This design comes from an exercise in tuning for small area and a short achievable clock period on the open sky130 flow, not from production work. Only simulation tests tie the RTL to the original design; equivalence was not proved. Power is estimated from default activity; no workload was simulated.

## v1
==> flow/design.v <==
package stitch_pkg;
    localparam int PIX_W = 24;   
    localparam int CAM_W = 16;   
    localparam int CH_W  = 8;    
    typedef enum logic [1:0]
    {
        PH_SYNC   = 2'd0,   
        PH_BACK   = 2'd1,   
        PH_ACTIVE = 2'd2,   
        PH_FRONT  = 2'd3    
    } raster_phase_t;
    typedef enum logic [1:0]
    {
        Q_CAM_L  = 2'd0,   
        Q_CAM_R  = 2'd1,   
        Q_HDMI_L = 2'd2,   
        Q_HDMI_R = 2'd3    
    } quad_t;
endpackage
module cam_capture
(
    input  logic        hdmi_tx_pix_clk,
    input  logic        reset,
    input  logic        cam_href,
    input  logic [7:0]  cam_data,
    output logic        cam_we,
    output logic [15:0] cam_word,
    output logic [15:0] cam_word_n   
);
    logic       lo_phase;
    logic [7:0] b1;   
    logic [7:0] b2;   
    logic [7:0] b1n;
    logic [7:0] b2n;
    always_ff @(posedge hdmi_tx_pix_clk)
    begin
        if (reset)
        begin
            lo_phase <= 1'b0;
            cam_we   <= 1'b0;
        end
        else
        begin
            cam_we   <= cam_href && lo_phase;
            lo_phase <= cam_href ? ~lo_phase : 1'b0;
        end
    end
    always_ff @(posedge hdmi_tx_pix_clk)
    begin
        b1  <= cam_data;
        b2  <= b1;
        b1n <= ~cam_data;
        b2n <= b1n;
    end
    assign cam_word   = {b2, b1};
    assign cam_word_n = {b2n, b1n};
endmodule
module tile_buffer
#(
    parameter int W   = 24,
    parameter int OFS = 0
)(
    input  logic            hdmi_tx_pix_clk,
    input  logic            reset,
    input  logic            frame_sync,
    input  logic            we,
    input  logic [W-1:0]    wr_pix,
    input  logic [W-1:0]    wr_pix_n,   
    input  logic [2:0]      ph,
    output logic [16*W-1:0] taps   
);
    logic [W-1:0] ring [4][8];
    logic         sync_d;
    logic         sync_rise;
    logic [5:0]   wr_cnt;    
    logic         wr_en;
    logic [5:0]   cnt_nx;
    logic [7:0]   word_nx;
    logic [3:0]   row_nx;
    logic [7:0]   word_q;
    logic [7:0]   word_qn;
    logic [3:0]   row_q;
    logic [3:0]   row_qn;
    logic [W-1:0] ld [4][8];
    logic [W-1:0] ldn [4][8];
    assign sync_rise = frame_sync && !sync_d;
    assign wr_en     = we && !wr_cnt[5] && !sync_rise;
    always_comb
    begin
        if (reset)
        begin
            cnt_nx  = '0;
            word_nx = 8'(1) << 3'(OFS - 1);
        end
        else if (sync_rise)
        begin
            cnt_nx  = '0;
            word_nx = 8'(1) << (3'(OFS - 2) - ph);
        end
        else if (wr_en)
        begin
            cnt_nx  = wr_cnt + 1'b1;
            word_nx = (wr_cnt[2:0] == 3'd7) ? {word_q[0], word_q[7:1]} : word_q;
        end
        else
        begin
            cnt_nx  = wr_cnt;
            word_nx = {word_q[0], word_q[7:1]};
        end
        for (int r = 0; r < 4; r++)
            row_nx[r] = !cnt_nx[5] && (cnt_nx[4:3] == 2'(r));
    end
    always_ff @(posedge hdmi_tx_pix_clk)
    begin
        sync_d  <= !reset && frame_sync;
        wr_cnt  <= cnt_nx;
        word_q  <= word_nx;
        word_qn <= ~word_nx;
        row_q   <= row_nx;
        row_qn  <= ~row_nx;
    end
    always_comb
    begin
        for (int r = 0; r < 4; r++)
            for (int i = 0; i < 8; i++)
            begin
                ld[r][i]  = {W{we && !sync_rise && row_q[r] && word_q[i]}};
                ldn[r][i] = {W{!we || sync_rise || row_qn[r] || word_qn[i]}};
            end
    end
    always_ff @(posedge hdmi_tx_pix_clk)
    begin
        for (int r = 0; r < 4; r++)
            for (int i = 0; i < 8; i++)
                ring[r][i] <= ~((ring[r][(i + 1) % 8] | ld[r][i]) &
                                (((i % 2 == 1) ? wr_pix : wr_pix_n) | ldn[r][i]));
    end
    always_comb
    begin
        for (int r = 0; r < 4; r++)
            for (int t = 0; t < 4; t++)
                taps[(4 * r + t) * W +: W] = ring[r][2 * t];
    end
endmodule
module video_timing
(
    input  logic       hdmi_tx_pix_clk,
    input  logic       reset,
    output logic       hs,
    output logic       vs,
    output logic       de,
    output logic [2:0] ph,
    output logic [31:0] sel
);
    logic [4:0] hc;
    logic [4:0] vc;
    logic [1:0] tap;
    logic [4:0] hc_nx;
    logic [4:0] vc_nx;
    logic [1:0] tap_nx;
    logic       de_nx;
    always_comb
    begin
        hc_nx  = hc + 1'b1;
        vc_nx  = vc;
        tap_nx = tap;
        if (reset)
        begin
            hc_nx  = 5'd3;
            vc_nx  = 5'd3;
            tap_nx = 2'd0;
        end
        else if (hc == 5'd25)
        begin
            hc_nx = 5'd3;
            if (vc == 5'd16)
            begin
                vc_nx  = 5'd3;
                tap_nx = tap - 1'b1;
            end
            else
                vc_nx = vc + 1'b1;
        end
    end
    assign de_nx = (hc_nx >= 5'd8) && (hc_nx < 5'd24) && (vc_nx[4:3] == 2'b01);
    always_ff @(posedge hdmi_tx_pix_clk)
    begin
        hc  <= hc_nx;
        vc  <= vc_nx;
        tap <= tap_nx;
        ph  <= reset ? 3'd0 : ph + 1'b1;
        for (int k = 0; k < 32; k++)
            sel[k] <= de_nx && ({vc_nx[2], vc_nx[1:0], tap_nx} == 5'(k));
    end
    assign hs = (hc < 5'd5);
    assign vs = (vc == 5'd3);
    assign de = (hc >= 5'd8) && (hc < 5'd24) && (vc[4:3] == 2'b01);
endmodule
module quad_reader
(
    input  logic         hdmi_tx_pix_clk,
    input  logic         reset,
    input  logic         hs,
    input  logic         vs,
    input  logic         de,
    input  logic [31:0]  sel,         
    input  logic [255:0] cam_taps,    
    input  logic [383:0] hdmi_taps,   
    output logic         hdmi_tx_hs,
    output logic         hdmi_tx_vs,
    output logic         hdmi_tx_de,
    output logic [23:0]  hdmi_tx_data
);
    logic        hs_d1;
    logic        vs_d1;
    logic        de_d1;
    logic [23:0] pix_d1;
    logic [15:0] w;
    logic [23:0] hdmi_pix;
    always_comb
    begin
        w        = '0;
        hdmi_pix = '0;
        for (int r = 0; r < 4; r++)
            for (int t = 0; t < 4; t++)
            begin
                w        = w | ({16{sel[4 * r + t]}} & cam_taps[(4 * r + t) * 16 +: 16]);
                hdmi_pix = hdmi_pix | ({24{sel[16 + 4 * r + t]}} & hdmi_taps[(4 * r + t) * 24 +: 24]);
            end
    end
    always_ff @(posedge hdmi_tx_pix_clk)
    begin
        if (reset)
        begin
            hs_d1        <= 1'b0;
            vs_d1        <= 1'b0;
            de_d1        <= 1'b0;
            pix_d1       <= '0;
            hdmi_tx_hs   <= 1'b0;
            hdmi_tx_vs   <= 1'b0;
            hdmi_tx_de   <= 1'b0;
            hdmi_tx_data <= '0;
        end
        else
        begin
            hs_d1        <= hs;
            vs_d1        <= vs;
            de_d1        <= de;
            pix_d1       <= {w[15:11], w[15:13], w[10:5], w[10:9], w[4:0], w[4:2]} | hdmi_pix;
            hdmi_tx_hs   <= hs_d1;
            hdmi_tx_vs   <= vs_d1;
            hdmi_tx_de   <= de_d1;
            hdmi_tx_data <= pix_d1;
        end
    end
endmodule
module stitch_top
#(
    parameter int TILE_H  = 8,
    parameter int TILE_V  = 4,
    parameter int H_SYNC  = 2,
    parameter int H_BACK  = 3,
    parameter int H_FRONT = 2,
    parameter int V_SYNC  = 1,
    parameter int V_BACK  = 4,
    parameter int V_FRONT = 1
)(
    input  logic               hdmi_tx_pix_clk,
    input  logic               reset,
    input  logic               cam_vsync,
    input  logic               cam_href,
    input  logic [stitch_pkg::CAM_W/2-1:0] cam_data,
    input  logic               hdmi_rx_vs,
    input  logic               hdmi_rx_de,
    input  logic [stitch_pkg::PIX_W-1:0]   hdmi_rx_data,
    output logic               hdmi_tx_vs,
    output logic               hdmi_tx_hs,
    output logic               hdmi_tx_de,
    output logic [stitch_pkg::PIX_W-1:0]   hdmi_tx_data
);
    logic        cam_we;
    logic [15:0] cam_word;
    logic [15:0] cam_word_n;
    logic [255:0] cam_taps;
    logic [383:0] hdmi_taps;
    logic [2:0]  ph;
    logic [31:0] sel;
    logic        hs;
    logic        vs;
    logic        de;
    cam_capture i_cam_capture (
        .hdmi_tx_pix_clk (hdmi_tx_pix_clk),
        .reset           (reset),
        .cam_href        (cam_href),
        .cam_data        (cam_data),
        .cam_we          (cam_we),
        .cam_word        (cam_word),
        .cam_word_n      (cam_word_n)
    );
    tile_buffer #(.W(16), .OFS(0)) i_cam_buf (
        .hdmi_tx_pix_clk (hdmi_tx_pix_clk),
        .reset           (reset),
        .frame_sync      (cam_vsync),
        .we              (cam_we),
        .wr_pix          (cam_word),
        .wr_pix_n        (cam_word_n),
        .ph              (ph),
        .taps            (cam_taps)
    );
    tile_buffer #(.W(24), .OFS(4)) i_hdmi_buf (
        .hdmi_tx_pix_clk (hdmi_tx_pix_clk),
        .reset           (reset),
        .frame_sync      (hdmi_rx_vs),
        .we              (hdmi_rx_de),
        .wr_pix          (hdmi_rx_data),
        .wr_pix_n        (~hdmi_rx_data),
        .ph              (ph),
        .taps            (hdmi_taps)
    );
    video_timing i_video_timing (
        .hdmi_tx_pix_clk (hdmi_tx_pix_clk),
        .reset           (reset),
        .hs              (hs),
        .vs              (vs),
        .de              (de),
        .ph              (ph),
        .sel             (sel)
    );
    quad_reader i_quad_reader (
        .hdmi_tx_pix_clk (hdmi_tx_pix_clk),
        .reset           (reset),
        .hs              (hs),
        .vs              (vs),
        .de              (de),
        .sel             (sel),
        .cam_taps        (cam_taps),
        .hdmi_taps       (hdmi_taps),
        .hdmi_tx_hs      (hdmi_tx_hs),
        .hdmi_tx_vs      (hdmi_tx_vs),
        .hdmi_tx_de      (hdmi_tx_de),
        .hdmi_tx_data    (hdmi_tx_data)
    );
endmodule
Settings: LEC_CHECK=0, CAP_MARGIN=10, CORE_MARGIN=2, CORE_UTILIZATION=50, CTS_CLUSTER_DIAMETER=100, CTS_CLUSTER_SIZE=30, SETUP_SLACK_MARGIN=2.2, SLEW_MARGIN=10; clock period 4.0 ns.
run.sh (not shown) runs the stock make flow with config.mk's settings and CLKGATE_MAP_FILE= SYNTH_SCRIPT=/design/flow/synth_recipe.tcl, a recipe that flattens the netlist after the stock synthesis.
## Diff of input files: v42 against v1
- CAP_MARGIN now 20, was 10
- SETUP_SLACK_MARGIN now 2.1, was 2.2
- SLEW_MARGIN now 20, was 10
- CORE_UTILIZATION now 45, was 50
==> comparison <==
Going from v1 to v42, area of the die grew by more than 10%. [diff] final total power, v42 relative to v1: regression. [compare] base=v1 new=v42: count of plain and timing-repair buffers moved down, maximum VDD drop moved up, total of fill cells in the finished design moved up. Changes observed in v42 relative to v1: signal arrival time at the worst endpoint went up by 70 ps; routed via count divided by cell count -about 3%; number of input and output port buffers inserted saw little to no change.
Changes in v11 relative to v42:
- changing SETUP_SLACK_MARGIN from 2.1 to 2.2
- changing CAP_MARGIN from 20 to 0
- changing CORE_UTILIZATION from 45 to 40
- changing SLEW_MARGIN from 20 to 0
## What came out
Worst IR drop on VDD (v11 over v42): decrease, about 20%. Clock period minus final worst setup slack delta for v11 relative to v42: 56 ps lower. In v11, ratio of final minimum period to clock period is lower than in v42. On wire length of the first global-routing pass, v11 does better than v42. Re final design instance area without fill: v42 and v11 aren't equal, and the higher value belongs to v11. Compared with v42, v11 shows a higher via count.
## Diff of input files: v40 against v11
- SETUP_SLACK_MARGIN: 2.2 -> 2.15
- CAP_MARGIN: 0 -> 10
- SLEW_MARGIN: 0 -> 10
==> comparison <==
Per the final summary, v40 finished and its layout is clean on timing, DRC and antenna.
The met1 routed wirelength after detailed routing of v40 falls short of that of v11 by 1.3 mm.
v11 → v40: headroom to the max-slew limit +1.9 points; arrival time reported for the critical path endpoint flat; sequential fraction of total cell area moved up; maximum number of pins on one net before global-route repair decreased 44%.
[inputs] v17 vs v40
- CTS_CLUSTER_SIZE changed from 30 to 26
[summary]
- In summary, v17 completed successfully, with a layout that passed the timing, design-rule and antenna checks.
- v17 ended up with a lower maximum VDD drop than v40 did.
- Clock insertion delay at the later pin of the skew report in v17 vs v40: down 40 ps
- Summary of v17 over v40: share of the clock period used by the worst path after layout decreased by 0.84 points relative to the old numbers; critical path depth +7; number of DRC markers in iteration 0 roughly the same.
- Run comparison: v40 source of the critical timing path i_quad_reader.hdmi_tx_data[5]; v17 source of the critical timing path i_video_timing.hc[0]
- Diff v40 -> v17: critical path buffer and inverter count increased 1, via count held steady.
- Compared with v40, v17 shows a higher met1 usage in global routing.
- Wire length: v17 > v40
- Taking v17 over v40, the total CTS buffers ratio works out to 1.18.
- In terms of met2 track utilization from global routing, v17 and v40 differ only marginally.
Changes in v39 relative to v17:
- CTS_CLUSTER_SIZE now 30, was 26
- PLACE_DENSITY now 0.75, previously not set
- SETUP_SLACK_MARGIN now 2.2, was 2.15
--- outcome ---
On post-route standard cell area excluding fillers, v17 tracks v39 almost exactly. When v39 is measured against v17, its combinational cell fraction of total power turns out 0.2 points higher. Compared to v17, v39 has switching power as a share of total power 0.47 points higher. v39: all stages complete, timing, DRC and antenna checks passed.

port drivers added, routing unchanged:
The flow's constraints put no driver on any port. The routed layouts listed below were extracted and timed again, unchanged, in two steps. Step 1 assumes that a clkbuf_16 drives the clock port and a buf_2 every other input. Step 2 times the ports against the registers' clock, not the clock port: input delays grow and output delays shrink by t, the midpoint of the rising clock arrivals with the driver on. a / b / c = ideal ports / drivers / drivers and shift; a / b = the first two.
run	t (ns)	setup slack, ns	worst setup path at the end	worst data-port slew with drivers (ns)
v1	0.765	2.048 / 1.976 / 1.460	input to register	0.19
v42	0.779	1.981 / 1.908 / 1.292	input to register	0.20
v11	0.772	2.037 / 1.962 / 1.375	input to register	0.18
v40	0.774	2.033 / 1.960 / 1.336	input to register	0.18
v17	0.740	2.067 / 2.002 / 1.423	input to register	0.17
v39	0.781	1.986 / 1.916 / 1.412	input to register	0.19
After both steps setup and hold are still met in every run listed. The setup slack of v40, which loses most, moves by -0.073 ns with the drivers and by -0.697 ns with both steps.
